Source: an optimization exercise on an open RTL-to-GDS flow (aim: small area, a short achievable clock period and few clock cycles per item). Production flows keep margins and buffers that such runs may drop. In this exercise RTL edits were held to simulation tests only and were not proved equivalent to the original.

**design/flow/config.mk**
```make
export PLATFORM = sky130hd
export DESIGN_NAME = aes_core
export DESIGN_NICKNAME = aes_core
export VERILOG_FILES = /design/flow/design.v
export SDC_FILE = /design/flow/constraint.sdc
export NUM_CORES = 8
export LEC_CHECK = 0
export ABC_AREA = 1
export CAP_MARGIN = 20
export CORE_MARGIN = 2
export CORE_UTILIZATION = 45
export SETUP_SLACK_MARGIN = 0.2
export SLEW_MARGIN = 20
```
**design/flow/constraint.sdc**
```tcl
create_clock -name core_clock -period 7.0 [get_ports {clk}]
set_input_delay 1.4000 -clock core_clock [delete_from_list [all_inputs] [get_ports {clk}]]
set_output_delay 1.4000 -clock core_clock [all_outputs]
set_load 0.01 [all_outputs]
```
**design/flow/design.v**
```verilog
package aes_pkg;
    localparam int block_width = 128;
    localparam int word_width  = 32;
    localparam int byte_width  = 8;
    localparam int round_width = 4;
    localparam logic [round_width-1:0] num_rounds = 4'd10;
    localparam logic [byte_width-1:0] rcon_init = 8'h01;
    typedef union packed {
        logic [0:block_width/byte_width-1][byte_width-1:0] bytes;
        logic [0:block_width/word_width-1][word_width-1:0] words;
    } aes_state_t;
    function automatic logic [byte_width-1:0] xtime(input logic [byte_width-1:0] b);
        xtime = {b[byte_width-2:0], 1'b0} ^ (8'h1b & {byte_width{b[byte_width-1]}});
    endfunction
endpackage
module aes_sbox (
    input  logic [7:0] a,
    output logic [7:0] y
);
    logic U0, U1, U2, U3, U4, U5, U6, U7;
    logic T1, T2, T3, T4, T5, T6, T7, T8, T9, T10, T11, T12;
    logic T13, T14, T15, T16, T17, T18, T19, T20, T21, T22, T23, T24;
    logic T25, T26, T27, M1, M2, M3, M4, M5, M6, M7, M8, M9;
    logic M10, M11, M12, M13, M14, M15, M16, M17, M18, M19, M20, M21;
    logic M22, M23, M37, M38, M39, M40, M41, M42, M43, M44, M45, M46;
    logic M47, M48, M49, M50, M51, M52, M53, M54, M55, M56, M57, M58;
    logic M59, M60, M61, M62, M63, L0, L1, L2, L3, L4, L5, L6;
    logic L7, L8, L9, L10, L11, L12, L13, L14, L15, L16, L17, L18;
    logic L19, L20, L21, L22, L23, L24, L25, L26, L27, L28, L29;
    logic S0, S1, S2, S3, S4, S5, S6, S7;
    localparam logic [15:0] inv_tt_37 = 16'hf650;
    localparam logic [15:0] inv_tt_38 = 16'hc9f0;
    localparam logic [15:0] inv_tt_39 = 16'h8eca;
    localparam logic [15:0] inv_tt_40 = 16'hea26;
    localparam logic [15:0] inv_tt_41 = 16'h23d6;
    localparam logic [15:0] inv_tt_42 = 16'h789a;
    localparam logic [15:0] inv_tt_43 = 16'h3fa0;
    localparam logic [15:0] inv_tt_44 = 16'h64ec;
    localparam logic [15:0] inv_tt_45 = 16'h5b4c;
    assign {U0, U1, U2, U3, U4, U5, U6, U7} = a;
    assign T1 = U0 ^ U3;
    assign T2 = U0 ^ U5;
    assign T3 = U0 ^ U6;
    assign T4 = U3 ^ U5;
    assign T5 = U4 ^ U6;
    assign T6 = T1 ^ T5;
    assign T7 = U1 ^ U2;
    assign T8 = U7 ^ T6;
    assign T9 = U7 ^ T7;
    assign T10 = T6 ^ T7;
    assign T11 = U1 ^ U5;
    assign T12 = U2 ^ U5;
    assign T13 = T3 ^ T4;
    assign T14 = T6 ^ T11;
    assign T15 = T5 ^ T11;
    assign T16 = T5 ^ T12;
    assign T17 = T9 ^ T16;
    assign T18 = U3 ^ U7;
    assign T19 = T7 ^ T18;
    assign T20 = T1 ^ T19;
    assign T21 = U6 ^ U7;
    assign T22 = T7 ^ T21;
    assign T23 = T2 ^ T22;
    assign T24 = T2 ^ T10;
    assign T25 = T20 ^ T17;
    assign T26 = T3 ^ T16;
    assign T27 = T1 ^ T12;
    assign M1 = T13 & T6;
    assign M2 = T23 & T8;
    assign M3 = T14 ^ M1;
    assign M4 = T19 & U7;
    assign M5 = M4 ^ M1;
    assign M6 = T3 & T16;
    assign M7 = T22 & T9;
    assign M8 = T26 ^ M6;
    assign M9 = T20 & T17;
    assign M10 = M9 ^ M6;
    assign M11 = T1 & T15;
    assign M12 = T4 & T27;
    assign M13 = M12 ^ M11;
    assign M14 = T2 & T10;
    assign M15 = M14 ^ M11;
    assign M16 = M3 ^ M2;
    assign M17 = M5 ^ T24;
    assign M18 = M8 ^ M7;
    assign M19 = M10 ^ M15;
    assign M20 = M16 ^ M13;
    assign M21 = M17 ^ M15;
    assign M22 = M18 ^ M13;
    assign M23 = M19 ^ T25;
    assign M37 = inv_tt_37[{M20, M21, M22, M23}];
    assign M38 = inv_tt_38[{M20, M21, M22, M23}];
    assign M39 = inv_tt_39[{M20, M21, M22, M23}];
    assign M40 = inv_tt_40[{M20, M21, M22, M23}];
    assign M41 = inv_tt_41[{M20, M21, M22, M23}];
    assign M42 = inv_tt_42[{M20, M21, M22, M23}];
    assign M43 = inv_tt_43[{M20, M21, M22, M23}];
    assign M44 = inv_tt_44[{M20, M21, M22, M23}];
    assign M45 = inv_tt_45[{M20, M21, M22, M23}];
    assign M46 = M44 & T6;
    assign M47 = M40 & T8;
    assign M48 = M39 & U7;
    assign M49 = M43 & T16;
    assign M50 = M38 & T9;
    assign M51 = M37 & T17;
    assign M52 = M42 & T15;
    assign M53 = M45 & T27;
    assign M54 = M41 & T10;
    assign M55 = M44 & T13;
    assign M56 = M40 & T23;
    assign M57 = M39 & T19;
    assign M58 = M43 & T3;
    assign M59 = M38 & T22;
    assign M60 = M37 & T20;
    assign M61 = M42 & T1;
    assign M62 = M45 & T4;
    assign M63 = M41 & T2;
    assign L0 = M61 ^ M62;
    assign L1 = M50 ^ M56;
    assign L2 = M46 ^ M48;
    assign L3 = M47 ^ M55;
    assign L4 = M54 ^ M58;
    assign L5 = M49 ^ M61;
    assign L6 = M62 ^ L5;
    assign L7 = M46 ^ L3;
    assign L8 = M51 ^ M59;
    assign L9 = M52 ^ M53;
    assign L10 = M53 ^ L4;
    assign L11 = M60 ^ L2;
    assign L12 = M48 ^ M51;
    assign L13 = M50 ^ L0;
    assign L14 = M52 ^ M61;
    assign L15 = M55 ^ L1;
    assign L16 = M56 ^ L0;
    assign L17 = M57 ^ L1;
    assign L18 = M58 ^ L8;
    assign L19 = M63 ^ L4;
    assign L20 = L0 ^ L1;
    assign L21 = L1 ^ L7;
    assign L22 = L3 ^ L12;
    assign L23 = L18 ^ L2;
    assign L24 = L15 ^ L9;
    assign L25 = L6 ^ L10;
    assign L26 = L7 ^ L9;
    assign L27 = L8 ^ L10;
    assign L28 = L11 ^ L14;
    assign L29 = L11 ^ L17;
    assign S0 = L6 ^ L24;
    assign S1 = ~(L16 ^ L26);
    assign S2 = ~(L19 ^ L28);
    assign S3 = L6 ^ L21;
    assign S4 = L20 ^ L22;
    assign S5 = L25 ^ L29;
    assign S6 = ~(L13 ^ L27);
    assign S7 = ~(L6 ^ L23);
    assign y = {S0, S1, S2, S3, S4, S5, S6, S7};
endmodule
`timescale 1ns/100ps
module aes_ctrl (
    input  logic clk,
    input  logic rst,
    input  logic start,
    input  logic last_round,
    output logic load,
    output logic step,
    output logic valid
);
    logic running;
    assign load = start && !running;
    assign step = running;
    always_ff @(posedge clk or posedge rst) begin
        if (rst) begin
            running <= 1'b0;
            valid   <= 1'b0;
        end else begin
            valid <= running && last_round;
            if (load) begin
                running <= 1'b1;
            end else if (running && last_round) begin
                running <= 1'b0;
            end
        end
    end
endmodule
`timescale 1ns/100ps
module aes_round_counter (
    input  logic                           clk,
    input  logic                           rst,
    input  logic                           load,
    input  logic                           step,
    output logic                           last_round,
    output logic [aes_pkg::byte_width-1:0] rcon
);
    logic [aes_pkg::round_width-1:0] count;
    always_ff @(posedge clk or posedge rst) begin
        if (rst) begin
            count <= '0;
            rcon  <= '0;
        end else if (load) begin
            count <= {{(aes_pkg::round_width-1){1'b0}}, 1'b1};
            rcon  <= aes_pkg::rcon_init;
        end else if (step) begin
            count <= count + 1'b1;
            rcon  <= aes_pkg::xtime(rcon);
        end
    end
    assign last_round = (count == aes_pkg::num_rounds);
endmodule
`timescale 1ns/100ps
module aes_key_schedule (
    input  logic                            clk,
    input  logic                            load,
    input  logic [aes_pkg::block_width-1:0] key,
    input  logic [aes_pkg::byte_width-1:0]  rcon,
    output aes_pkg::aes_state_t             round_key,
    output aes_pkg::aes_state_t             next_key
);
    localparam int word_bytes = aes_pkg::word_width / aes_pkg::byte_width;
    logic [aes_pkg::word_width-1:0] rot_word;
    logic [aes_pkg::word_width-1:0] sub_word;
    logic [aes_pkg::word_width-1:0] w0_rcon;
    assign rot_word = {round_key.words[3][aes_pkg::word_width-aes_pkg::byte_width-1:0],
                       round_key.words[3][aes_pkg::word_width-1 -: aes_pkg::byte_width]};
    for (genvar i = 0; i < word_bytes; i++) begin : g_sbox
        aes_sbox i_sbox (
            .a (rot_word[aes_pkg::byte_width*i +: aes_pkg::byte_width]),
            .y (sub_word[aes_pkg::byte_width*i +: aes_pkg::byte_width])
        );
    end
    assign w0_rcon = round_key.words[0] ^ {rcon, {(aes_pkg::word_width-aes_pkg::byte_width){1'b0}}};
    logic [aes_pkg::word_width-1:0] w01, w23;
    assign w01 = w0_rcon ^ round_key.words[1];
    assign w23 = round_key.words[2] ^ round_key.words[3];
    always_comb begin
        next_key.words[0] = w0_rcon ^ sub_word;
        next_key.words[1] = w01 ^ sub_word;
        next_key.words[2] = round_key.words[2] ^ next_key.words[1];
        next_key.words[3] = w23 ^ next_key.words[1];
    end
    always_ff @(posedge clk) begin
        if (load) begin
            round_key <= key;
        end else begin
            round_key <= next_key;
        end
    end
endmodule
`timescale 1ns/100ps
module aes_round (
    input  logic                            clk,
    input  logic                            rst,
    input  logic                            load,
    input  logic                            step,
    input  logic                            last_round,
    input  logic [aes_pkg::block_width-1:0] plaintext,
    input  aes_pkg::aes_state_t             round_key,
    input  aes_pkg::aes_state_t             next_key,
    output aes_pkg::aes_state_t             state
);
    localparam int num_bytes = aes_pkg::block_width / aes_pkg::byte_width;
    localparam int num_cols  = aes_pkg::block_width / aes_pkg::word_width;
    aes_pkg::aes_state_t cur_state;
    aes_pkg::aes_state_t add_state;
    aes_pkg::aes_state_t sub_state;
    aes_pkg::aes_state_t shift_state;
    aes_pkg::aes_state_t mix_state;
    function automatic logic [aes_pkg::word_width-1:0] mix_column(
        input logic [aes_pkg::word_width-1:0] col
    );
        logic [aes_pkg::byte_width-1:0] a0, a1, a2, a3;
        logic [aes_pkg::byte_width-1:0] s0, s1, s2, s3;
        {a0, a1, a2, a3} = col;
        s0 = a0 ^ a1;
        s1 = a1 ^ a2;
        s2 = a2 ^ a3;
        s3 = a3 ^ a0;
        mix_column = {aes_pkg::xtime(s0) ^ (s2 ^ a1),
                      aes_pkg::xtime(s1) ^ (s3 ^ a2),
                      aes_pkg::xtime(s2) ^ (s0 ^ a3),
                      aes_pkg::xtime(s3) ^ (s1 ^ a0)};
    endfunction
    assign add_state = cur_state ^ round_key;
    for (genvar i = 0; i < num_bytes; i++) begin : g_sbox
        aes_sbox i_sbox (
            .a (add_state.bytes[i]),
            .y (sub_state.bytes[i])
        );
    end
    always_comb begin
        for (int c = 0; c < num_cols; c++) begin
            for (int r = 0; r < num_cols; r++) begin
                shift_state.bytes[num_cols*c + r] =
                    sub_state.bytes[num_cols*((c + r) % num_cols) + r];
            end
        end
    end
    always_comb begin
        for (int c = 0; c < num_cols; c++) begin
            mix_state.words[c] = mix_column(shift_state.words[c]);
        end
    end
    always_ff @(posedge clk) begin
        if (load) begin
            cur_state <= plaintext;
        end else begin
            cur_state <= mix_state;
        end
    end
    always_ff @(posedge clk or posedge rst) begin
        if (rst) begin
            state <= '0;
        end else if (step && last_round) begin
            state <= shift_state ^ next_key;
        end
    end
endmodule
`timescale 1ns/100ps
module aes_core (
    input  logic                            clk,
    input  logic                            rst,
    input  logic                            start,
    input  logic [aes_pkg::block_width-1:0] plaintext,
    input  logic [aes_pkg::block_width-1:0] key,
    output logic [aes_pkg::block_width-1:0] ciphertext,
    output logic                            valid
);
    logic                           load;
    logic                           step;
    logic                           last_round;
    logic [aes_pkg::byte_width-1:0] rcon;
    aes_pkg::aes_state_t            round_key;
    aes_pkg::aes_state_t            next_key;
    aes_ctrl i_aes_ctrl (
        .clk        (clk),
        .rst        (rst),
        .start      (start),
        .last_round (last_round),
        .load       (load),
        .step       (step),
        .valid      (valid)
    );
    aes_round_counter i_aes_round_counter (
        .clk        (clk),
        .rst        (rst),
        .load       (load),
        .step       (step),
        .last_round (last_round),
        .rcon       (rcon)
    );
    aes_key_schedule i_aes_key_schedule (
        .clk       (clk),
        .load      (load),
        .key       (key),
        .rcon      (rcon),
        .round_key (round_key),
        .next_key  (next_key)
    );
    aes_round i_aes_round (
        .clk        (clk),
        .rst        (rst),
        .load       (load),
        .step       (step),
        .last_round (last_round),
        .plaintext  (plaintext),
        .round_key  (round_key),
        .next_key   (next_key),
        .state      (ciphertext)
    );
endmodule
```
**design/flow/flow/run.sh**
```bash
#!/bin/bash
# Standard ORFS layout with these changes:
#  - synthesis maps the logic with an area-oriented ABC script
#    (flow/abc_area.script), which suits this XOR-heavy design far
#    better than the stock scripts;
#  - synthesis skips the half/full-adder extraction, which would
#    freeze XOR/AND pairs of the S-boxes into slow adder cells;
#  - every port still gets its own buffer, but the smallest one.
# The registers and their names are those of the standard synthesis.
set -euo pipefail
WORK=$(pwd)
rm -rf "$WORK/scripts_mod"
cp -r "$FLOW_HOME/scripts" "$WORK/scripts_mod"
cp "$WORK/flow/abc_area.script" "$WORK/scripts_mod/abc_area.script"
bash "$WORK/standard.sh" SCRIPTS_DIR="$WORK/scripts_mod" ABC_AREA=1 ADDER_MAP_FILE= \
    BUFFER_PORTS_ARGS="-buffer_cell sky130_fd_sc_hd__buf_1" \
    finish > "$WORK/make_finish.log" 2>&1
```
**design/flow/flow/abc_area.script**
```
strash
dc2
dch
amap
topo
stime -c
buffer -c
upsize -c
dnsize -c
```
**design/flow/standard.sh**
```bash
#!/bin/bash
# synth_recipe.tcl (not shown) runs the flow's synth.tcl, then flattens the netlist and writes it again
# the make line also repeats each setting of config.mk as NAME=value (left out here)
make -C /OpenROAD-flow-scripts/flow DESIGN_CONFIG=/design/flow/config.mk WORK_HOME=/design/flow/orfs CLKGATE_MAP_FILE= SYNTH_SCRIPT=/design/flow/synth_recipe.tcl "${@:-finish}"
```
==> results of run 1 <==
kinds of logic (layout without fill, tap and decap cells):
group | Yosys count | after routing | share of synthesized area, %
buffers and inverters | 1139 | 1757 | 10.9
XOR/XNOR | 49 | 49 | 1.08
other | 0 | 3 | 0
flip-flops | 398 | 398 | 21.9
AO/OA/AOI/OAI | 2812 | 2812 | 45.0
AND/OR/NAND/NOR | 2182 | 2182 | 21.2
worst paths after layout:
kind | slack (ps) | depth (start not counted) | startpoint | end
worst max register to register | 470 | 35 | i_aes_key_schedule.round_key[5] | i_aes_round.state[10]
min in group asynchronous | 880 | 2 | rst | i_aes_round.state[8]
max in group asynchronous | 4800 | 3 | rst | i_aes_round.state[78]
worst max-delay path | 470 | 35 | i_aes_key_schedule.round_key[5] | i_aes_round.state[10]
worst min-delay path | 480 | 2 | i_aes_round.state[91] | i_aes_round.state[91]
worst min register to register | 480 | 2 | i_aes_round.state[91] | i_aes_round.state[91]
repair_timing:
item | CTS | global route
setup buffers | 0 | 11
resized for setup | 8 | 189
endpoints found under the hold margin | 0 | 0
setup endpoints to repair | 10 | 188
pin swaps | 0 | 4
cell usage in the layout, fill, tap and decap left out, drive strengths merged, types with 4 or more instances in the layout:
| cell type | Yosys | routed |
|---|---|---|
| o21a | 9 | 9 |
| xnor2 | 20 | 20 |
| xor2 | 29 | 29 |
| or2 | 19 | 19 |
| nor2 | 1678 | 1678 |
| a22oi | 89 | 89 |
| o31ai | 20 | 20 |
| nor2b | 14 | 14 |
| dfxtp | 256 | 256 |
| clkinv | 1 | 12 |
| o32a | 11 | 11 |
| nand3 | 6 | 6 |
| o22a | 232 | 232 |
| nor3 | 27 | 27 |
| clkbuf | 81 | 68 |
| a31oi | 13 | 13 |
| a211oi | 20 | 20 |
| a21oi | 1029 | 1029 |
| bufinv | 0 | 4 |
| o21ai | 447 | 447 |
| buf | 7 | 615 |
| o221ai | 7 | 7 |
| o22ai | 908 | 908 |
| o32ai | 14 | 14 |
| dfrtp | 142 | 142 |
| inv | 1048 | 1055 |
| nand2 | 437 | 437 |
sequential cells by signal (all words and copies together) (netlist names):
register,flops
i_aes_ctrl.running,1
i_aes_ctrl.valid,1
i_aes_key_schedule.round_key,128
i_aes_round.cur_state,128
i_aes_round.state,128
i_aes_round_counter.count,4
i_aes_round_counter.rcon,8
stage by stage:
step / area [sq um] / setup TNS, ps / std cells / worst slack (ps)
floorplan: 39700 / 0 / 6580 / 1790
global placement: 43900 / -841 / 8249 / -273
detailed placement: 43900 / -829 / 8249 / -324
CTS: 45800 / 0 / 8342 / 188
global route: 46800 / -18.8 / 8356 / -18.8
finish: 46800 / 0 / 8356 / 469
area by class of cell:
class	count	area share, %
repair buffers	615	6.90
inverters	1049	8.44
multi-input cells	5043	59.1
clock buffers	68	3.24
flip-flops and latches	398	18.6
diodes	3	0.0160
clock inverters	25	0.604
well taps	1155	3.09
critical path, delay by kind of cell, from the launching register on:
| family | cells | cell delay (ps) |
|---|---|---|
| AOI/OAI and AO/OA | 17 | 3740 |
| buffers and inverters | 9 | 1190 |
| DFF | 1 | 490 |
| and+or+nand+nor | 9 | 970 |
metal layers:
layer	GRT usage [%]	vias up
li1	-	24306
met1	53.7	21881
met2	60.7	2450
met3	6.97	439
met4	21.0	4
met5	0	-
==> notes.md, run 1 <==
* Die H at 301 um
* Reg area at 8690 sq um
* Initial Util at 45.6%
* Syn_nets at between 6k and 7k
* Max-slew headroom at between 20% and 30%
* Top sig layer: met5
* Top cell by count, worst path: nor2_1
* GRT Total Usage at 39.8%
* Die Area at between 90,000 and 100,000 sq um
* CP Capture Type: register
* CTS tree: yes
* Port bufs at around 390
* Wire length on met3 at 18,200 um
* Share of the synthesized area in the top cell type at 15.6%
* Detail Route Antenna Nets at 0
* Clk pin slew, worst setup/hold paths at 60 ps
* Max incr delay on CP at around 500 ps
* DR iter-0 viols at 5,777
* # hold bufs at CTS at 0
* Final WL at 190,000 um
* Synth Register Bits at 398
* Least-Margin Pin Slew at 1090 ps
* Mapped Cells at 6,580
* Drt drc at 0
* Fillers at 9,095
* Final hold vios at 0
* Fin. max-slew vios at 0
* Worst hold slack at 480 ps
* First-pass GRT wire length at 270,000 um
* Dpl hpwl at 158,000 um
* Top-count cell post-synth: nor2_1
* Met1 Routed Length at 79,400 um
* Width of the die at around 300 um
* Final core occ at 53.7%
* Crit share post-route at 93.3%
* Startpoint types: register
* Detail Route met2 WL at 80,700 um
* Overflow after GRT at 0
* Routability cong. at 1.07
* Area taken by multi-input logic gates at ~28,000 sq um
* Data required, critical path at about 7500 ps
* Crit path DAT at a little over 7000 ps
* Sequential fraction of the synthesis area at 21.9%
* EDFF count, synth at 0
* CTS H-tree lvls at 2
* F_max at 153 MHz
* Pin count of the biggest net entering global routing at 159
* Max Fanout on Critical Path at 6
* CTS max path bufs at 3
* Largest area contributor in the netlist: nor2_1
* Synthesized area per cell at 6.04 sq um
* Worst hold path class: reg2reg
* Site Rows at 108
* Clk latency of the worst-skew pair at 630 ps
* RSZ-0062 raised after global routing: yes
* DR vias/cell at 5.87
* Final setup viols at 0
* Number of max-cap violations at 0
* Top cells by area, synth: nor2_1 (16%), o22ai_1 (13%), dfxtp_1 (13%), a21oi_1 (12%), dfrtp_1 (8.9%)
* Total CTS buffers at 50
* Initial antenna violation count at 8
* Core Box Area at slightly below 90,000 sq um
* Nets@finish at 7,416
* Distinct cells, synth at 60
* Synthesized area at 39,700 sq um
* Slowest CP cell: dfxtp_2
* Area growth from synthesis to layout at 17.8%
* Worst Skew at 26.8 ps
* Root Buffer: clkbuf_16
* Critical path class: reg2reg
* Post-synth top cells: nor2_1 (1,647), a21oi_1 (931), inv_1 (846), o22ai_1 (820), nand2_1 (436)
* WL per Instance at ~23 um
* Ys Warns at 4
* 1st-pass router iterations at 7
* Clock Sinks at 398
* IO Pins at ~390
* Minimum clock period at roughly 6500 ps
* Primary FF master, synth: dfxtp_1
* Vias in the first global route at 42.4k
* Async SR Flop Fraction at 35.7%
* Status: finished clean
* Detailed-route via count at 49.1k
* Layout cells sized above 1 at 13.4%
Testbench counts, summed over its fixed seeds: cycles 10,560, blocks 960.
==> inputs of run 2 (changes only) <==
--- a/design/flow/config.mk
+++ b/design/flow/config.mk
@@ -8,6 +8,6 @@
 export ABC_AREA = 1
 export CAP_MARGIN = 20
 export CORE_MARGIN = 2
-export CORE_UTILIZATION = 45
+export CORE_UTILIZATION = 55
 export SETUP_SLACK_MARGIN = 0.2
 export SLEW_MARGIN = 20
==> notes.md, run 2 <==
* Die Area at around 74,000 sq um
* Ys Warns at 4
* Synthesized area at between 30,000 and 40,000 sq um
* GRT Total Usage at 45.8%
* Fin. max-slew vios at 0
* Largest area contributor in the netlist: nor2_1
* CTS H-tree lvls at 2
* Area growth from synthesis to layout at 16.2%
* Overflow after GRT at 0
* # hold bufs at CTS at 0
* Final setup viols at 0
* Synthesized area per cell at a little over 6 sq um
* F_max at 152 MHz
* Sequential fraction of the synthesis area at around 22%
* Startpoint types: register
* Most common cell after layout, fill and taps aside: nor2_1
* Post-synth top cells: nor2_1 (1,647), a21oi_1 (931), inv_1 (846), o22ai_1 (820), nand2_1 (436)
* Root Buffer: clkbuf_16
* Crit path DAT at approximately 7000 ps
* Layout cells sized above 1 at 13.0%
* RSZ-0062 raised after global routing: yes
* Site Rows at 98
* EDFF count, synth at 0
* DR iter-0 viols at 7,017
* Crit share post-route at 94.0%
* Final WL at 181,000 um
* Fillers at 6,670
* Largest regs: i_aes_key_schedule.round_key: 128 flops, i_aes_round.cur_state: 128 flops, i_aes_round.state: 128 flops
* Number of max-cap violations at 0
* Critical path class: reg2reg
* Top cells by area, synth: nor2_1 (16%), o22ai_1 (13%), dfxtp_1 (13%), a21oi_1 (12%), dfrtp_1 (8.9%)
* Die H at about 270 um
* CTS tree: yes
* Max Fanout on Critical Path at 7
* Clk latency of the worst-skew pair at 630 ps
* 1st-pass router iterations at 11
* CP Capture Type: register
* Worst hold path class: reg2reg
* Max incr delay on CP at 570 ps
* Placed Cells at 8,007
* Async SR Flop Fraction at 35.7%
* Status: finished clean
* Routability cong. at 1.11
* Mapped Cells at 6,580
* Slowest CP cell: dfxtp_1
* Share of the synthesized area in the top cell type at 15.6%
* Final hold vios at 0
* Initial Util at 55.6%
* Drt drc at 0
* First-pass GRT wire length at ~260,000 um
* Initial antenna violation count at 8
* CTS max path bufs at 3
* Max-slew headroom at 26.7%
* Commonest cells after routing, fill and taps aside: nor2_1 (1,640), a21oi_1 (873), inv_1 (841), o22ai_1 (758), nand2_1 (435)
* DR vias/cell at ~6.3
* Minimum clock period at 6580 ps
* Vias in the first global route at 43.4k
* Worst Skew at 42.0 ps
* Width of the die at 273 um
* Layout Cells excl Fill at 8,108
* Clock Sinks at 398
* Detailed-route via count at roughly 50k
* Least-Margin Pin Slew at approximately 1100 ps
* Top-count cell post-synth: nor2_1
* Core Box Area at 71,500 sq um
* IO Pins at 388
* Primary FF master, synth: dfxtp_1
* Detail Route Antenna Nets at 0
* Total CTS buffers at 47
* Synth Register Bits at ~400
* Pin count of the biggest net entering global routing at between 150 and 200
* Data required, critical path at 7480 ps
* WL per Instance at around 22 um
* Dpl hpwl at 147,000 um
* Nets@finish at 7,375
* Syn_nets at between 6k and 7k
* Clk pin slew, worst setup/hold paths at 60 ps
* Port bufs at 387
* Distinct cells, synth at 60
* Top cell by count, worst path: nor2_1
[run 2: cell counts after synthesis]
No cell type changed its count.
[run 2: logic make-up after synthesis]
family / after synthesis / share of synthesized area, %
DFF: 398 / 21.9
and+or+nand+nor: 2182 / 21.2
AOI/OAI and AO/OA: 2812 / 45.0
buffers and inverters: 1139 / 10.9
xor gates and xnor gates: 49 / 1.08
[run 2: routing by layer]
metal / global-route usage [%] / up-vias / wire length (um)
met2: 68.9 / 3439 / 74500
li1: - / 24264 / -
met5: 0 / - / 160
met4: 29.7 / 10 / 15100
met3: 10.3 / 754 / 23100
met1: 59.0 / 22464 / 68500
[run 2: final timing paths]
check	startpoint	end	slack [ps]	cells past startpoint
setup / recovery	i_aes_key_schedule.round_key[4]	i_aes_round.state[11]	420	30
hold / removal	i_aes_round.state[55]	i_aes_round.state[55]	480	2
setup reg to reg	i_aes_key_schedule.round_key[4]	i_aes_round.state[11]	420	30
hold reg to reg	i_aes_round.state[55]	i_aes_round.state[55]	480	2
max in group asynchronous	rst	i_aes_round.state[33]	4910	3
min in group asynchronous	rst	i_aes_round_counter.count[3]	800	2
[run 2: final cells by class]
type | instances | area [sq um] | share of cell area (%)
multi-input cells | 5043 | 27700 | 60.1
clock buffers | 64 | 1330 | 2.89
clock inverters | 22 | 289 | 0.627
diodes | 5 | 12.5 | 0.0271
flip-flops and latches | 398 | 8690 | 18.8
repair buffers | 577 | 2930 | 6.35
inverters | 1049 | 3950 | 8.57
well taps | 950 | 1190 | 2.58
[run 2: what timing repair did]
| action | in CTS | in global routing |
|---|---|---|
| endpoints found under the setup margin | 4 | 175 |
| hold endpoints to repair | 0 | 0 |
| pin swaps | 0 | 1 |
| setup buffers | 0 | 10 |
| resized for setup | 3 | 209 |
[run 2: stage by stage]
| stage | hold WS [ps] | setup slack, ps | instance area [sq um] | util [%] | TNS, ps |
|---|---|---|---|---|---|
| floorplan | 457 | 1790 | 39700 | - | 0 |
| detailed placement | 473 | -64.4 | 43400 | 60.7 | -64.4 |
| global route | 509 | 14.7 | 46100 | 64.5 | 0 |
| CTS | 487 | 264 | 45000 | 63.0 | 0 |
| global placement | 463 | -242 | 43400 | 60.7 | -500 |
| finish | 481 | 421 | 46100 | 64.5 | 0 |
[run 2: critical path, delay by kind of cell, from the launching register on]
| family | cells | cell delay (ps) |
|---|---|---|
| AOI/OAI and AO/OA | 14 | 3640 |
| buffers and inverters | 7 | 1290 |
| DFF | 1 | 570 |
| and+or+nand+nor | 9 | 950 |
==> inputs of run 3 (changes only) <==
--- a/design/flow/flow/run.sh
+++ b/design/flow/flow/run.sh
@@ -1,8 +1,8 @@
 #!/bin/bash
 # Standard ORFS layout with these changes:
-#  - synthesis maps the logic with an area-oriented ABC script
-#    (flow/abc_area.script), which suits this XOR-heavy design far
-#    better than the stock scripts;
+#  - synthesis maps the logic with its own ABC script
+#    (flow/abc_area.script), (delay-oriented mapping with area recovery), which suits this
+#    XOR-heavy design far better than the stock scripts;
 #  - synthesis skips the half/full-adder extraction, which would
 #    freeze XOR/AND pairs of the S-boxes into slow adder cells;
 #  - every port still gets its own buffer, but the smallest one.
==> design/flow/flow/abc_area.script (replaced) <==
strash
dc2
&get -n
&dch
&nf -p -R 10
&put
topo
stime -c
buffer -c
upsize -c
dnsize -c
--- a/design/flow/config.mk
+++ b/design/flow/config.mk
@@ -8,6 +8,6 @@
 export ABC_AREA = 1
 export CAP_MARGIN = 20
 export CORE_MARGIN = 2
-export CORE_UTILIZATION = 55
-export SETUP_SLACK_MARGIN = 0.2
+export CORE_UTILIZATION = 60
+export SETUP_SLACK_MARGIN = 1.5
 export SLEW_MARGIN = 20
==> notes.md, run 3 <==
* Status: finished clean
* DR vias/cell at 5.82
* Crit path setup slack, layout at between 1500 and 2000 ps
* Overflow after GRT at 0
* Max incr delay on CP at 540 ps
* Synth Register Bits at around 400
* Largest area contributor in the netlist: xnor2_1
* Drt drc at 0
* Die H at 270 um
* Startpoint types: register
* CTS tree: yes
* Area taken by multi-input logic gates at 37,100 sq um
* Sequential fraction of the synthesis area at roughly a fifth
* Clk latency of the worst-skew pair at 620 ps
* Total CTS buffers at 47
* Synthesized area per cell at 9.04 sq um
* Final core occ at about three quarters
* Die Area at 73,100 sq um
* Critical path class: reg2reg
* RSZ-0062 raised after global routing: yes
* Port bufs at 387
* Least-Margin Pin Slew at between 800 and 900 ps
* Nets@finish at 5,499
* Ys Warns at 4
* Dpl hpwl at 119,000 um
* Core Box Area at 70,100 sq um
* Worst reg2reg path depth at 17
* Clock Sinks at between 300 and 400
* WP depth at 17
* CTS H-tree lvls at 2
* Distinct cells, synth at 95
* Mapped Cells at 4,704
* Reg area at 8730 sq um
* Initial antenna violation count at 4
* CTS max path bufs at 3
* Kind of cell adding the most delay to the critical path: XOR/XNOR gates
* Fillers at 5,297
* Most common cell after layout, fill and taps aside: xnor2_1
* Slowest CP cell: dfxtp_1
* Final setup viols at 0
* F_max at 184 MHz
* First-pass GRT wire length at 213,000 um
* Async SR Flop Fraction at 35.7%
* Pin count of the biggest net entering global routing at 130
* 1st-pass router iterations at 6
* Detailed-route via count at 36.2k
* # diodes at 0
* Fin. max-slew vios at 0
* CP cell instances: xor2_4 -> xnor2_4 -> xnor3_1 -> and4_4 -> o211a_1 -> or4_1 -> nand3_1 -> o21ai_0 -> o21ai_1 -> xor2_1 -> xor2_1 -> xnor2_1 -> xnor2_2 -> xnor2_1 -> xnor2_1 -> xnor2_1 -> a21oi_1
* IO Pins at 388
* Area growth from synthesis to layout at 22.2%
* Worst hold slack at 481 ps
* Buf+Inv Stages, Crit Path at 0
* Post-synth top cells: xnor2_1 (1,272), xor2_1 (661), nor2_1 (563), a21oi_1 (371), dfxtp_1 (256)
* WL per Instance at 24.3 um
* Crit share post-route at roughly 78%
* Top cell by count, worst path: xnor2_1
* EDFF count, synth at 0
* Crit path DAT at 5880 ps
* DR iter-0 viols at 3,756
* Width of the die at 270 um
* Synthesized area at 42,500 sq um
* Layout cells sized above 1 at 19.8%
* Minimum clock period at 5430 ps
* Number of max-cap violations at 0
* Share of the synthesized area in the top cell type at 26.2%
* Primary FF master, synth: dfxtp_1
* Top-count cell post-synth: xnor2_1
* Dpl ws at 597 ps
* GRT Total Usage at 38.9%
* Max-slew headroom at 44.2%
* Clk pin slew, worst setup/hold paths at 70 ps
* Initial Util at 60.6%
* Syn_nets at 4,963
* Worst hold stages at 2
* Detail Route Antenna Nets at 0
* Final WL at 151,000 um
* Root Buffer: clkbuf_16
* Final hold vios at 0
* Top cells by area, synth: xnor2_1 (26%), xor2_1 (14%), dfxtp_1 (12%), dfrtp_1 (8.4%), xnor3_1 (5.3%)
* Worst hold path class: reg2reg
* Setup TNS at 0 ps
* Data required, critical path at 7450 ps
* Commonest cells after routing, fill and taps aside: xnor2_1 (1,067), nor2_1 (559), xor2_1 (556), buf_1 (387), a21oi_1 (369)
* Vias in the first global route at ~34k
* CP Capture Type: register
* Max Fanout on Critical Path at 8
* Worst Skew at 22.8 ps
* Site Rows at 97
* Largest regs: i_aes_key_schedule.round_key: 128 flops, i_aes_round.cur_state: 128 flops, i_aes_round.state: 128 flops
* Routability cong. at 1.05
[run 3: layout make-up]
type	count	share of cell area, %
clock buffer	57	2.43
clock inverter	31	0.816
sequential	398	16.8
multi-input combinational	4168	71.3
inverter	9	0.0842
tap	940	2.26
timing repair buffer	616	6.34
[run 3: tightest hold or removal path, cell delays in order, from the launching register on]
cell,delay (ps)
dfrtp_1,340
nand2_1,50
o21ai_0,60
[run 3: final timing paths]
kind	startpoint	to	slack [ps]
hold reg to reg	i_aes_round.state[93]	i_aes_round.state[93]	480
max in group asynchronous	rst	i_aes_round.state[126]	4810
setup / recovery	i_aes_key_schedule.round_key[79]	i_aes_round.cur_state[15]	1570
hold / removal	i_aes_round.state[93]	i_aes_round.state[93]	480
min in group asynchronous	rst	i_aes_round_counter.count[3]	910
setup reg to reg	i_aes_key_schedule.round_key[79]	i_aes_round.cur_state[15]	1570
[run 3: layer usage]
layer	up-vias	GRT usage, %	routed length (um)
met4	4	21.2	9880
li1	16527	-	-
met5	-	0	23
met2	1806	60.9	67500
met1	17445	51.0	59800
met3	399	6.79	13800
[run 3: cells by family after synthesis]
| logic type | share of synthesized area, % |
|---|---|
| XOR/XNOR | 53.6 |
| multiplexers | 2.18 |
| buffers and inverters | 1.40 |
| flip-flops | 20.4 |
| AO/OA/AOI/OAI | 10.7 |
| AND/OR/NAND/NOR | 11.7 |
[run 3: per-stage QoR]
stage          cell area, sq um  std cells
6_report                  52000       6219
5_1_grt                   52000       6219
4_1_cts                   48300       6096
3_5_place_dp              45400       5996
3_3_place_gp              45400       5996
2_1_floorplan             42500       4704
[run 3: timing repair]
action                                  in CTS  in global routing
pin swaps                                    9                 80
endpoints found under the setup margin     205                216
buffers inserted                            12                123
hold buffers                                 0                  0
resized for setup                          154                374
hold endpoints to repair                     0                  0
gates cloned                                 0                  0
==> inputs of run 4 (changes only) <==
--- a/design/flow/config.mk
+++ b/design/flow/config.mk
@@ -8,6 +8,6 @@
 export ABC_AREA = 1
 export CAP_MARGIN = 20
 export CORE_MARGIN = 2
-export CORE_UTILIZATION = 60
+export CORE_UTILIZATION = 45
 export SETUP_SLACK_MARGIN = 1.5
 export SLEW_MARGIN = 20
==> notes.md, run 4 <==
* Top cells by area, synth: xnor2_1 (26%), xor2_1 (14%), dfxtp_1 (12%), dfrtp_1 (8.4%), xnor3_1 (5.3%)
* Synthesized area at between 40,000 and 50,000 sq um
* 1st-pass router iterations at 5
* Die H at 311 um
* Minimum clock period at between 5000 and 6000 ps
* Max Fanout on Critical Path at 9
* Mapped Cells at 4,704
* Dpl hpwl at 128,000 um
* CTS max path bufs at 3
* GRT Total Usage at 31.0%
* Die Area at 97,000 sq um
* Initial antenna violation count at 8
* CP Capture Type: register
* Most used routing layer: met2
* Primary FF master, synth: dfxtp_1
* Overflow after GRT at 0
* Worst hold path class: reg2reg
* Distinct cells, synth at 95
* RSZ-0062 raised after global routing: yes
* Final setup viols at 0
* Width of the die at 311 um
* Vias in the first global route at between 30k and 40k
* Async SR Flop Fraction at between 30% and 40%
* Clk latency of the worst-skew pair at 640 ps
* Share of the synthesized area in the top cell type at 26.2%
* Initial Util at 45.5%
* WL per Instance at 24.1 um
* IO Pins at 388
* Pin count of the biggest net entering global routing at 169
* CTS H-tree lvls at 2
* Fin. max-slew vios at 0
* EDFF count, synth at 0
* Largest area contributor in the netlist: xnor2_1
* # hold bufs at CTS at 0
* DR vias/cell at 5.40
* Port bufs at 387
* Detailed-route via count at 35.3k
* F_max at around 180 MHz
* Synth Register Bits at about 400
* Final WL at 158,000 um
* Syn_nets at 4,963
* CTS tree: yes
* Least-Margin Pin Slew at 993 ps
* DR iter-0 viols at 3,361
* First-pass GRT wire length at 223,000 um
* Area growth from synthesis to layout at 23.4%
* Setup TNS at 0 ps
* Startpoint types: register
* Final hold vios at 0
* Worst Skew at 30.8 ps
* Layout cells sized above 1 at 19.8%
* Detail Route Antenna Nets at 0
* Crit share post-route at 77.4%
* Crit path DAT at 5850 ps
* Post-synth top cells: xnor2_1 (1,272), xor2_1 (661), nor2_1 (563), a21oi_1 (371), dfxtp_1 (256)
* Clock Sinks at 398
* Nets@finish at 5,500
* Site Rows at 112
* Top-count cell post-synth: xnor2_1
* Met2 Use GR at between 40 and 50%
* Largest regs: i_aes_key_schedule.round_key: 128 flops, i_aes_round.cur_state: 128 flops, i_aes_round.state: 128 flops
* Root Buffer: clkbuf_16
* Total CTS buffers at 49
* Critical path class: reg2reg
* Status: finished clean
* Met3 Track Usage GR at around 4.5%
* GR Util met1 at 42.5%
* Drt drc at 0
* Commonest cells after routing, fill and taps aside: xnor2_1 (1,089), nor2_1 (556), xor2_1 (539), buf_1 (387), a21oi_1 (369)
* Final core occ at 56.2%
* Data required, critical path at 7440 ps
* Ys Warns at 4
* Routability cong. at 0.993
* Crit path setup slack, layout at roughly 1600 ps
* Sequential fraction of the synthesis area at slightly above 20%
* Max-slew headroom at between 30 and 40%
* Clk pin slew, worst setup/hold paths at 60 ps
* Number of max-cap violations at 0
* Most common cell after layout, fill and taps aside: xnor2_1
* Core Box Area at 93,500 sq um
* Dpl ws at 471 ps
* Synthesized area per cell at 9.04 sq um
==> run 4: cell counts after synthesis <==
Identical to the previous run, type by type.
==> run 4: logic make-up after synthesis <==
group / synth area share [%]
AOI/OAI and AO/OA: 10.7
muxes: 2.18
DFF: 20.4
buffers and inverters: 1.40
and+or+nand+nor: 11.7
xor gates and xnor gates: 53.6
==> run 4: final cells by class <==
class | count | area, sq um
Tap cell | 1254 | 1570
Multi-Input combinational cell | 4168 | 37100
Antenna cell | 3 | 7.51
Sequential cell | 398 | 8730
Clock buffer | 61 | 1360
Fill cell | 8396 | 41000
Inverter | 9 | 46.3
Clock inverter | 30 | 387
Timing Repair Buffer | 615 | 3270
==> run 4: stage by stage <==
stage / instance area, sq um / instances / hold WS (ps)
6_report: 52500 / 6538 / 478
5_1_grt: 52500 / 6535 / 515
4_1_cts: 49300 / 6440 / 482
3_5_place_dp: 45900 / 6334 / 468
3_3_place_gp: 45900 / 6334 / 462
2_1_floorplan: 42500 / 4704 / 457
==> run 4: what timing repair did <==
| item | CTS | global route |
|---|---|---|
| setup buffers | 15 | 94 |
| pin swaps | 14 | 61 |
| setup endpoints to repair | 212 | 212 |
| resized for setup | 201 | 337 |
==> run 4: metal layers <==
layer  up-vias  part of all wire (%)
met1     17089                    43
met5         -                 0.027
met3       283                   7.5
met4         6                   4.9
li1      16493                     -
met2      1413                    45
==> run 4: final timing paths <==
kind,from,endpoint,slack (ps),cells past startpoint
max in group asynchronous,rst,i_aes_round.state[79],4920,3
worst min register to register,i_aes_round.state[72],i_aes_round.state[72],480,2
worst max-delay path,i_aes_key_schedule.round_key[33],i_aes_round.cur_state[5],1590,17
worst min-delay path,i_aes_round.state[72],i_aes_round.state[72],480,2
min in group asynchronous,rst,i_aes_ctrl.valid,830,2
worst max register to register,i_aes_key_schedule.round_key[33],i_aes_round.cur_state[5],1590,17
==> run 4: worst max-delay path, stage by stage (launching register included) <==
cell     delay [ps]
dfxtp_1         430
xnor2_2         530
xnor2_4         210
xor2_1          240
nor2_1          290
xnor3_1         530
xor2_4          220
nor2_2          280
nand2_1         150
a31o_2          340
xnor2_1         280
xor2_1          290
xnor2_1         150
xnor2_2         440
xnor2_1         150
xnor2_1         160
xnor2_1         340
a21oi_1         180
==> inputs of run 5 (changes only) <==
--- a/design/flow/config.mk
+++ b/design/flow/config.mk
@@ -9,5 +9,5 @@
 export CAP_MARGIN = 20
 export CORE_MARGIN = 2
 export CORE_UTILIZATION = 45
-export SETUP_SLACK_MARGIN = 1.5
+export SETUP_SLACK_MARGIN = 1.75
 export SLEW_MARGIN = 20
==> notes.md, run 5 <==
* Distinct cells, synth at between 90 and 100
* Total CTS buffers at 49
* Largest area contributor in the netlist: xnor2_1
* Worst Skew at 31.9 ps
* CTS tree: yes
* Status: finished clean
* Max-slew headroom at 33.6%
* Initial antenna violation count at 6
* Routability cong. at approximately 1
* Clk pin slew, worst setup/hold paths at 60 ps
* Commonest cells after routing, fill and taps aside: xnor2_1 (1,002), nor2_1 (543), xor2_1 (483), buf_4 (392), buf_1 (387)
* Final instance area at 56,500 sq um
* Async SR Flop Fraction at a little over a third
* CP Capture Type: register
* Flop-to-flop setup slack at 1790 ps
* DR vias/cell at 5.42
* IO Pins at about 390
* Post-synth top cells: xnor2_1 (1,272), xor2_1 (661), nor2_1 (563), a21oi_1 (371), dfxtp_1 (256)
* Vias in the first global route at 34.4k
* Post-synthesis xor/xnor area fraction at 53.6%
* Syn_nets at 4,963
* Dpl ws at between 400 and 500 ps
* Hold Path Sink: i_aes_round.state[72]
* Worst hold slack at roughly 480 ps
* Startpoint types: register
* Minimum clock period at 5210 ps
* Area growth from synthesis to layout at 32.8%
* Top sig layer: met5
* Worst reg2reg path depth at 17
* Initial Util at between 40% and 50%
* Worst hold path class: reg2reg
* Setup TNS at 0 ps
* Core Box Area at 93,500 sq um
* Hold Crit Start: i_aes_round.state[72]
* Largest regs: i_aes_key_schedule.round_key: 128 flops, i_aes_round.cur_state: 128 flops, i_aes_round.state: 128 flops
* Data required, critical path at 7520 ps
* Reg2reg end: i_aes_round.cur_state[78]
* 1st-pass router iterations at 8
* Detail Route Antenna Nets at 0
* Crit path DAT at approximately 5700 ps
* Max Fanout on Critical Path at 7
* Largest family of logic cells by synthesized area: XOR/XNOR gates
* Ys Warns at 4
* Top cell by count, worst path: xnor2_1
* # hold bufs at CTS at 0
* Least-Margin Pin Slew at 996 ps
* CTS max path bufs at 3
* Synthesized area per cell at between 9 and 10 sq um
* Synthesized area at 42,500 sq um
* Mux cell area share after synthesis at 2.18%
* Pin count of the biggest net entering global routing at roughly 170
* Layout cells sized above 1 at 27.3%
* Top cells by area, synth: xnor2_1 (26%), xor2_1 (14%), dfxtp_1 (12%), dfrtp_1 (8.4%), xnor3_1 (5.3%)
* CTS H-tree lvls at 2
* Width of the die at between 300 and 400 um
* Max incr delay on CP at between 500 and 600 ps
* Worst hold stages at 2
* Dpl hpwl at 128,000 um
* Sequential fraction of the synthesis area at around a fifth
* Crit share post-route at 74.5%
* Detailed-route via count at around 36k
* DR iter-0 viols at 3,398
* Post-Synth Simple-Gate Area at 11.7%
* Die H at 311 um
* Buf+Inv Stages, Crit Path at 1
* CP cell instances: xor2_4 -> buf_4 -> xor2_2 -> xnor2_1 -> or3_1 -> and4_1 -> or3_1 -> a31oi_1 -> a2bb2oi_1 -> nor2_1 -> xnor2_1 -> xnor2_1 -> xnor2_1 -> xor2_1 -> xnor2_1 -> xnor2_1 -> mux2_2
* Top-count cell post-synth: xnor2_1
* Post-placement cell area at 45,900 sq um
* Fin. max-slew vios at 0
* Port bufs at 387
* Primary FF master, synth: dfxtp_1
* Detail Route met2 WL at between 70,000 and 80,000 um
* EDFF count, synth at 0
* Slowest CP cell: dfxtp_2
* Overflow after GRT at 0
* Final WL at around 160,000 um
* Met1 Routed Length at 68,000 um
* Site Rows at 112
* Post-Synth Adder-Cell Area at 0%
* F_max at 192 MHz
* Die Area at 97,000 sq um
* WL per Instance at 24.1 um
* Most common cell after layout, fill and taps aside: xnor2_1
* Nets@finish at 5,687
* Crit path setup slack, layout at 1790 ps
* Clock Sinks at roughly 400
* Final setup viols at 0
* Kind of cell adding the most delay to the critical path: XOR/XNOR gates
* Share of the synthesized area in the top cell type at 26.2%
* Wire length on met3 at 12,400 um
* Complex-gate fraction of the synthesized area at a little over a tenth
* GRT Total Usage at about a third
* Drt drc at 0
* Critical path class: reg2reg
* RSZ-0062 raised after global routing: yes
* Mapped Cells at 4,704
* First-pass GRT wire length at roughly 230,000 um
* Root Buffer: clkbuf_16
* Clk latency of the worst-skew pair at 640 ps
* Final hold vios at 0
* Synth Register Bits at around 400
* Number of max-cap violations at 0
* Worst R2R Start: i_aes_key_schedule.round_key[15]
run 5: logic make-up (layout without fill, tap and decap cells):
logic type                count (synthesis)  in the layout
xor gates and xnor gates               2232           2235
and+or+nand+nor                        1110           1110
AOI/OAI and AO/OA                       743            743
DFF                                     398            398
buffers and inverters                   138            899
muxes                                    83             83
other                                     0              1
run 5: worst max-delay path by stage:
stage | start | depth (start not counted) | slack, ps | to
CTS | i_aes_key_schedule.round_key[9] | 17 | 1550 | i_aes_round.state[18]
global placement | i_aes_key_schedule.round_key[9] | 17 | 620 | i_aes_round.state[18]
detailed placement | i_aes_key_schedule.round_key[9] | 17 | 470 | i_aes_round.state[18]
global route | i_aes_key_schedule.round_key[15] | 17 | 1610 | i_aes_round.cur_state[78]
finish | i_aes_key_schedule.round_key[15] | 17 | 1790 | i_aes_round.cur_state[78]
floorplan | rst | 1 | 1790 | i_aes_ctrl.running
run 5: what timing repair did:
item / CTS / global route
pin swaps: 65 / 170
cloned: 0 / 3
setup endpoints to repair: 286 / 235
setup buffers: 70 / 223
resized for setup: 414 / 506
run 5: layer usage:
layer  vias to the layer above  GRT usage (%)
met5                         -              0
met4                         6           13.4
met3                       307           4.45
met2                      1581           49.5
met1                     17692           43.1
li1                      16838              -
run 5: worst reg2reg max path: stages (launching register included):
cell and delay [ps]:
dfxtp_2 520, xor2_4 350, buf_4 190, xor2_2 250, xnor2_1 190, or3_1 360
and4_1 260, or3_1 450, a31oi_1 190, a2bb2oi_1 220, nor2_1 110, xnor2_1 330
xnor2_1 200, xnor2_1 520, xor2_1 370, xnor2_1 160, xnor2_1 160, mux2_2 300
run 5: metrics by stage:
step / cells / utilization (%)
2_1_floorplan: 4704 / -
3_3_place_gp: 6334 / 49.1
3_5_place_dp: 6334 / 49.1
4_1_cts: 6495 / 54.9
5_1_grt: 6722 / 60.4
6_report: 6723 / 60.4
run 5: layout make-up:
type	count	area, sq um
fill	7901	37000
clock buffer	61	1360
antenna	1	2.50
multi-input combinational	4171	39500
timing repair buffer	799	4780
tap	1254	1570
clock inverter	30	387
sequential	398	8810
inverter	9	46.3
==> inputs of run 6 (changes only) <==
--- a/design/flow/flow/run.sh
+++ b/design/flow/flow/run.sh
@@ -1,12 +1,15 @@
 #!/bin/bash
 # Standard ORFS layout with these changes:
 #  - synthesis maps the logic with its own ABC script
-#    (flow/abc_area.script), (delay-oriented mapping with area recovery), which suits this
-#    XOR-heavy design far better than the stock scripts;
+#    (flow/abc_area.script: delay-oriented mapping with some area
+#    recovery), which suits this XOR-heavy design far better than
+#    the stock scripts;
 #  - synthesis skips the half/full-adder extraction, which would
 #    freeze XOR/AND pairs of the S-boxes into slow adder cells;
 #  - every port still gets its own buffer, but the smallest one.
 # The registers and their names are those of the standard synthesis.
+# make's output goes to make_finish.log; each ORFS step writes its
+# own full log under orfs/logs/.
 set -euo pipefail
 WORK=$(pwd)
 rm -rf "$WORK/scripts_mod"
==> design/flow/flow/abc_area.script (replaced) <==
strash
dc2
&get -n
&dch
&nf -p -R 50
&put
topo
stime -c
buffer -c
upsize -c
dnsize -c
--- a/design/flow/config.mk
+++ b/design/flow/config.mk
@@ -9,5 +9,5 @@
 export CAP_MARGIN = 20
 export CORE_MARGIN = 2
 export CORE_UTILIZATION = 45
-export SETUP_SLACK_MARGIN = 1.75
+export SETUP_SLACK_MARGIN = 1.5
 export SLEW_MARGIN = 20
==> notes.md, run 6 <==
* Ys Warns at 4
* Port bufs at 387
* Width of the die at 304 um
* Crit share post-route at 76.4%
* Hold Path Sink: i_aes_round.state[95]
* Initial Util at 45.5%
* CTS tree: yes
* # diodes at 0
* Largest regs: i_aes_key_schedule.round_key: 128 flops, i_aes_round.cur_state: 128 flops, i_aes_round.state: 128 flops
* GRT Total Usage at 31.5%
* Initial antenna violation count at 4
* Reg2reg end: i_aes_round.cur_state[91]
* Number of max-cap violations at 0
* Site Rows at ~110
* Die H at 304 um
* CP Capture Type: register
* Pin count of the biggest net entering global routing at ~160
* Commonest cells after routing, fill and taps aside: xnor2_1 (1,178), nor2_1 (826), xor2_1 (565), a21oi_1 (393), buf_1 (387)
* F_max at 187 MHz
* Root Buffer: clkbuf_16
* Top cell by count, worst path: xnor2_1
* Total CTS buffers at 49
* # hold bufs at CTS at 0
* Crit path DAT at 5820 ps
* Async SR Flop Fraction at 35.7%
* Worst hold stages at 2
* Dpl hpwl at 123,000 um
* Most common cell after layout, fill and taps aside: xnor2_1
* CP cell instances: xor2_2 -> xnor2_1 -> xnor2_1 -> nor2b_2 -> xnor2_2 -> xnor2_1 -> xnor2_2 -> nand2_2 -> and2_1 -> xnor2_1 -> nand2_1 -> xnor2_4 -> xnor2_2 -> xnor2_2 -> xnor2_4 -> xor2_2 -> xnor2_1 -> xnor2_1 -> a21oi_1
* Detailed-route via count at 34.0k
* Flop-to-flop setup slack at about 1700 ps
* Critical path class: reg2reg
* CTS H-tree lvls at 2
* DR iter-0 viols at 3,093
* Worst R2R Start: i_aes_key_schedule.round_key[89]
* Core Box Area at 88,600 sq um
* RSZ-0062 raised after global routing: yes
* Status: finished clean
* Hold Crit Start: i_aes_round.state[95]
* Fin. max-slew vios at 0
* Vias in the first global route at approximately 32k
* Synthesized area at about 40,000 sq um
* Worst hold slack at 481 ps
* Primary FF master, synth: dfxtp_1
* Max Fanout on Critical Path at 7
* Area growth from synthesis to layout at 22.0%
* Dpl ws at 508 ps
* Least-Margin Pin Slew at 997 ps
* Layout cells sized above 1 at between 10% and 20%
* Post-synth top cells: xnor2_1 (1,370), nor2_1 (829), xor2_1 (653), a21oi_1 (397), nand2_1 (302)
* Top-count cell post-synth: xnor2_1
* Final hold vios at 0
* Startpoint types: register
* EDFF count, synth at 0
* Synth Register Bits at between 300 and 400
* Data required, critical path at 7470 ps
* Routability cong. at 1.01
* Top cells by area, synth: xnor2_1 (30%), xor2_1 (14%), dfxtp_1 (13%), dfrtp_1 (8.8%), nor2_1 (7.7%)
* Clock Sinks at 398
* Nets@finish at approximately 5.6k
* Largest area contributor in the netlist: xnor2_1
* Overflow after GRT at 0
* Synthesized area per cell at between 8 and 9 sq um
* Worst Skew at 22.1 ps
* Syn_nets at 5,048
* Mapped Cells at 4,789
* Final setup viols at 0
* 1st-pass router iterations at 5
* WL per Instance at ~23 um
* Setup TNS at 0 ps
* Crit path setup slack, layout at 1650 ps
* Drt drc at 0
* Sequential fraction of the synthesis area at 21.5%
* Minimum clock period at about 5300 ps
* DR vias/cell at 5.20
* Max-slew headroom at 33.5%
* Clk latency of the worst-skew pair at 620 ps
* Max incr delay on CP at 440 ps
* Detail Route Antenna Nets at 0
* Slowest CP cell: xnor2_1
* CTS max path bufs at 3
* Die Area at 92,100 sq um
* Share of the synthesized area in the top cell type at 29.7%
* Distinct cells, synth at 68
* IO Pins at slightly below 400
* Worst hold path class: reg2reg
* Worst reg2reg path depth at 19
* Clk pin slew, worst setup/hold paths at ~60 ps
* First-pass GRT wire length at between 200,000 and 250,000 um
* Final WL at 150,000 um
[run 6: metal layers]
metal | track usage (%) | vias up | routed length, um
met5 | 0 | - | 40
met4 | 11.0 | 6 | 5920
met3 | 3.90 | 245 | 11300
met2 | 48.8 | 1325 | 66600
met1 | 45.0 | 16293 | 66600
li1 | - | 16133 | -
[run 6: cells by family after synthesis]
| logic type | share of synthesized area [%] |
|---|---|
| XOR/XNOR | 54.2 |
| AND/OR/NAND/NOR | 15.3 |
| AO/OA/AOI/OAI | 7.44 |
| flip-flops | 21.5 |
| buffers and inverters | 1.45 |
| multiplexers | 0.105 |
[run 6: critical path, delay by kind of cell, from the launching register on]
| kind | cells | cell delay (ps) |
|---|---|---|
| AOI/OAI and AO/OA | 1 | 120 |
| xor gates and xnor gates | 14 | 3790 |
| DFF | 1 | 370 |
| and+or+nand+nor | 4 | 920 |
[run 6: layout make-up]
| class | count | area, sq um |
|---|---|---|
| well taps | 1165 | 1460 |
| multi-input cells | 4247 | 34100 |
| clock inverters | 28 | 317 |
| inverters | 30 | 125 |
| repair buffers | 607 | 3220 |
| fillers | 8252 | 39400 |
| clock buffers | 63 | 1360 |
| flip-flops and latches | 398 | 8710 |
[run 6: worst max-delay path by stage]
stage                                startpoint                   endpoint  depth (start not counted)
2_1_floorplan                               rst         i_aes_ctrl.running                          1
3_3_place_gp   i_aes_key_schedule.round_key[17]      i_aes_round.state[31]                         19
3_5_place_dp    i_aes_key_schedule.round_key[1]      i_aes_round.state[10]                         20
4_1_cts         i_aes_key_schedule.round_key[7]      i_aes_round.state[10]                         21
5_1_grt        i_aes_key_schedule.round_key[15]      i_aes_round.state[16]                         20
6_report       i_aes_key_schedule.round_key[89]  i_aes_round.cur_state[91]                         19
[run 6: metrics by stage]
stage / utilization [%] / instance area (sq um) / instances
2_1_floorplan: - / 40400 / 4789
3_3_place_gp: 49.1 / 43500 / 6312
3_5_place_dp: 49.1 / 43500 / 6312
4_1_cts: 52.1 / 46200 / 6420
5_1_grt: 55.6 / 49300 / 6538
6_report: 55.6 / 49300 / 6538
[run 6: timing repair]
action	CTS	global route
endpoints found under the setup margin	173	226
setup buffers	17	117
pin swaps	10	65
endpoints found under the hold margin	0	0
gates resized for setup	115	271
==> inputs of run 7 (changes only) <==
--- a/design/flow/config.mk
+++ b/design/flow/config.mk
@@ -9,5 +9,5 @@
 export CAP_MARGIN = 20
 export CORE_MARGIN = 2
 export CORE_UTILIZATION = 45
-export SETUP_SLACK_MARGIN = 1.5
+export SETUP_SLACK_MARGIN = 1.0
 export SLEW_MARGIN = 20
==> notes.md, run 7 <==
* RSZ-0062 raised after global routing: yes
* CP Capture Type: register
* Flop-to-flop setup slack at 1250 ps
* WP depth at 20
* Ys Warns at 4
* DR iter-0 viols at 3,019
* Startpoint types: register
* Die H at 304 um
* Syn_nets at slightly above 5k
* Port bufs at 387
* Async SR Flop Fraction at a little over a third
* Least-Margin Pin Slew at 1010 ps
* Top cells by area, synth: xnor2_1 (30%), xor2_1 (14%), dfxtp_1 (13%), dfrtp_1 (8.8%), nor2_1 (7.7%)
* CP cell instances: xnor2_1 -> xnor2_2 -> xnor2_1 -> nor2_1 -> xor2_1 -> xnor2_1 -> xnor2_2 -> nor2b_1 -> nor2_2 -> xnor2_1 -> nor2_2 -> nor2_1 -> nor2_1 -> xor2_1 -> xnor2_1 -> xnor2_1 -> xnor2_1 -> xnor2_1 -> xnor2_1 -> a21oi_1
* CTS max path bufs at 3
* Mapped Cells at 4,789
* Area growth from synthesis to layout at 13.5%
* Slowest CP cell: xnor2_1
* Reg2reg end: i_aes_round.cur_state[13]
* Initial antenna violation count at 3
* First-pass GRT wire length at 212,000 um
* Clock Sinks at 398
* Vias in the first global route at 32.0k
* 1st-pass router iterations at 6
* Status: finished clean
* Synth Register Bits at about 400
* Overflow after GRT at 0
* Kind of cell adding the most delay to the critical path: XOR/XNOR gates
* Dpl hpwl at 123,000 um
* Clk pin slew, worst setup/hold paths at 60 ps
* DR vias/cell at 5.18
* Setup TNS at 0 ps
* Synthesized area per cell at 8.43 sq um
* Largest area contributor in the netlist: xnor2_1
* Routability cong. at just over 1
* Final hold vios at 0
* Detail Route Antenna Nets at 0
* Clk latency of the worst-skew pair at approximately 620 ps
* Crit share post-route at between 80% and 90%
* Buf+Inv Stages, Crit Path at 0
* Minimum clock period at roughly 5700 ps
* Worst R2R Start: i_aes_key_schedule.round_key[36]
* Drt drc at 0
* Crit path DAT at 6210 ps
* Sequential fraction of the synthesis area at 21.5%
* Worst reg2reg path depth at 20
* Commonest cells after routing, fill and taps aside: xnor2_1 (1,316), nor2_1 (829), xor2_1 (638), a21oi_1 (396), buf_1 (387)
* Initial Util at between 40% and 50%
* Core Box Area at 88,600 sq um
* Nets@finish at ~5.5k
* Final instance area at 45,800 sq um
* Total CTS buffers at 49
* # hold bufs at CTS at 0
* F_max at 174 MHz
* Primary FF master, synth: dfxtp_1
* Max Fanout on Critical Path at 10
* Root Buffer: clkbuf_16
* Crit path launch: i_aes_key_schedule.round_key[36]
* Worst hold path class: reg2reg
* Width of the die at 304 um
* Top cell by count, worst path: xnor2_1
* Worst hold stages at 2
* WL per Instance at 23.0 um
* CTS H-tree lvls at 2
* GRT Total Usage at 31.4%
* Detailed-route via count at about 33k
* Critical path class: reg2reg
* Synthesized area at about 40,000 sq um
* Data required, critical path at 7460 ps
* Die Area at 92,100 sq um
* Layout cells sized above 1 at between 10% and 20%
* Distinct cells, synth at 68
* Largest regs: i_aes_key_schedule.round_key: 128 flops, i_aes_round.cur_state: 128 flops, i_aes_round.state: 128 flops
* Max incr delay on CP at 800 ps
* EDFF count, synth at 0
* Site Rows at 109
* Number of max-cap violations at 0
* Most common cell after layout, fill and taps aside: xnor2_1
* Max-slew headroom at between 30% and 40%
* CTS tree: yes
* Fin. max-slew vios at 0
* Top-count cell post-synth: xnor2_1
* Post-synth top cells: xnor2_1 (1,370), nor2_1 (829), xor2_1 (653), a21oi_1 (397), nand2_1 (302)
* Worst Skew at 20.7 ps
* IO Pins at 388
* Final setup viols at 0
* Share of the synthesized area in the top cell type at 29.7%
* Post-placement cell area at between 40,000 and 50,000 sq um
* Final WL at 148,000 um
* Worst setup endpoint: i_aes_round.cur_state[13]
* Pin count of the biggest net entering global routing at between 150 and 200
[run 7: cells by family (layout without fill, tap and decap cells)]
group / after synthesis / after routing / share of synthesized area, %
other cells: 0 / 1 / 0
mux: 4 / 4 / 0.105
buf+inv: 144 / 599 / 1.45
flops: 398 / 398 / 21.5
xor+xnor: 2255 / 2255 / 54.2
simple gates: 1437 / 1437 / 15.3
compound gates: 551 / 551 / 7.44
[run 7: cell type report]
class	instances	area, sq um
well taps	1165	1460
inverters	30	125
multi-input cells	4247	31700
clock buffers	63	1360
fillers	8630	42800
flip-flops and latches	398	8680
clock inverters	28	317
diodes	1	2.50
repair buffers	478	2170
[run 7: per-stage QoR]
step / utilization (%) / setup slack [ps] / hold slack [ps] / cells
6_report: 51.7 / 1250 / 480 / 6410
5_1_grt: 51.7 / 886 / 520 / 6409
4_1_cts: 51.1 / 854 / 482 / 6403
3_5_place_dp: 49.1 / 508 / 470 / 6312
3_3_place_gp: 49.1 / 447 / 463 / 6312
2_1_floorplan: - / 1790 / 457 / 4789
[run 7: worst min path at each step]
stage	to	start
finish	i_aes_round.state[119]	i_aes_round.state[119]
global route	i_aes_round.state[48]	i_aes_round.state[48]
CTS	i_aes_round.state[119]	i_aes_round.state[119]
detailed placement	i_aes_round.state[119]	i_aes_round.state[119]
global placement	i_aes_round.state[99]	i_aes_round.state[99]
floorplan	i_aes_round_counter.count[3]	i_aes_round_counter.count[3]
[run 7: timing repair]
action	in CTS	in global routing
pin swaps	0	3
setup endpoints to repair	23	120
resized for setup	14	65
setup buffers	0	5
[run 7: routing by layer]
layer / global-route usage, % / part of all wire [%] / up-vias
li1: - / - / 15903
met1: 44.7 / 45 / 15833
met2: 48.8 / 44 / 1247
met3: 4.20 / 7.2 / 221
met4: 10.2 / 3.7 / 4
met5: 0 / 0.018 / -
[run 7: worst register-to-register path: stages, from the launching register on]
cell and delay [ps]:
dfxtp_1 370, xnor2_1 650, xnor2_2 240, xnor2_1 340, nor2_1 100, xor2_1 320, xnor2_1 170, xnor2_2 390
nor2b_1 310, nor2_2 60, xnor2_1 270, nor2_2 120, nor2_1 100, nor2_1 50, xor2_1 170, xnor2_1 150
xnor2_1 800, xnor2_1 280, xnor2_1 200, xnor2_1 330, a21oi_1 160

## static timing again, ports no longer ideal
In the flow no input, the clock included, has a driving cell. The finished layouts below were timed again as built, in two steps.
Step 1 (the two cells are an assumption about what drives the block):
set clk [get_ports {clk}]
set_driving_cell -lib_cell sky130_fd_sc_hd__clkbuf_16 $clk
set_driving_cell -lib_cell sky130_fd_sc_hd__buf_2 [delete_from_list [all_inputs] $clk]
Step 2, shift: input delay + t, output delay - t, t = (earliest + latest rising clock arrival at the registers) / 2. This alone moves slack from input paths to output paths.
a / b / c = no drivers / after step 1 / after step 2; a / b = the first two.
run	t, ns	setup slack, ns	worst register clock-pin slew, ns	worst slew at a driven data input, ns
run 1	0.684	0.469 / 0.469 / 0.469	0.07 / 0.07	0.10
run 2	0.675	0.421 / 0.421 / 0.421	0.08 / 0.08	0.13
run 3	0.676	1.570 / 1.570 / 1.570	0.07 / 0.07	0.09
run 4	0.693	1.585 / 1.585 / 1.585	0.07 / 0.07	0.15
run 5	0.693	1.786 / 1.786 / 1.786	0.07 / 0.07	0.16
run 6	0.685	1.653 / 1.653 / 1.653	0.07 / 0.07	0.06
run 7	0.683	1.253 / 1.253 / 1.253	0.07 / 0.07	0.06
After both steps every run listed still meets setup and hold.
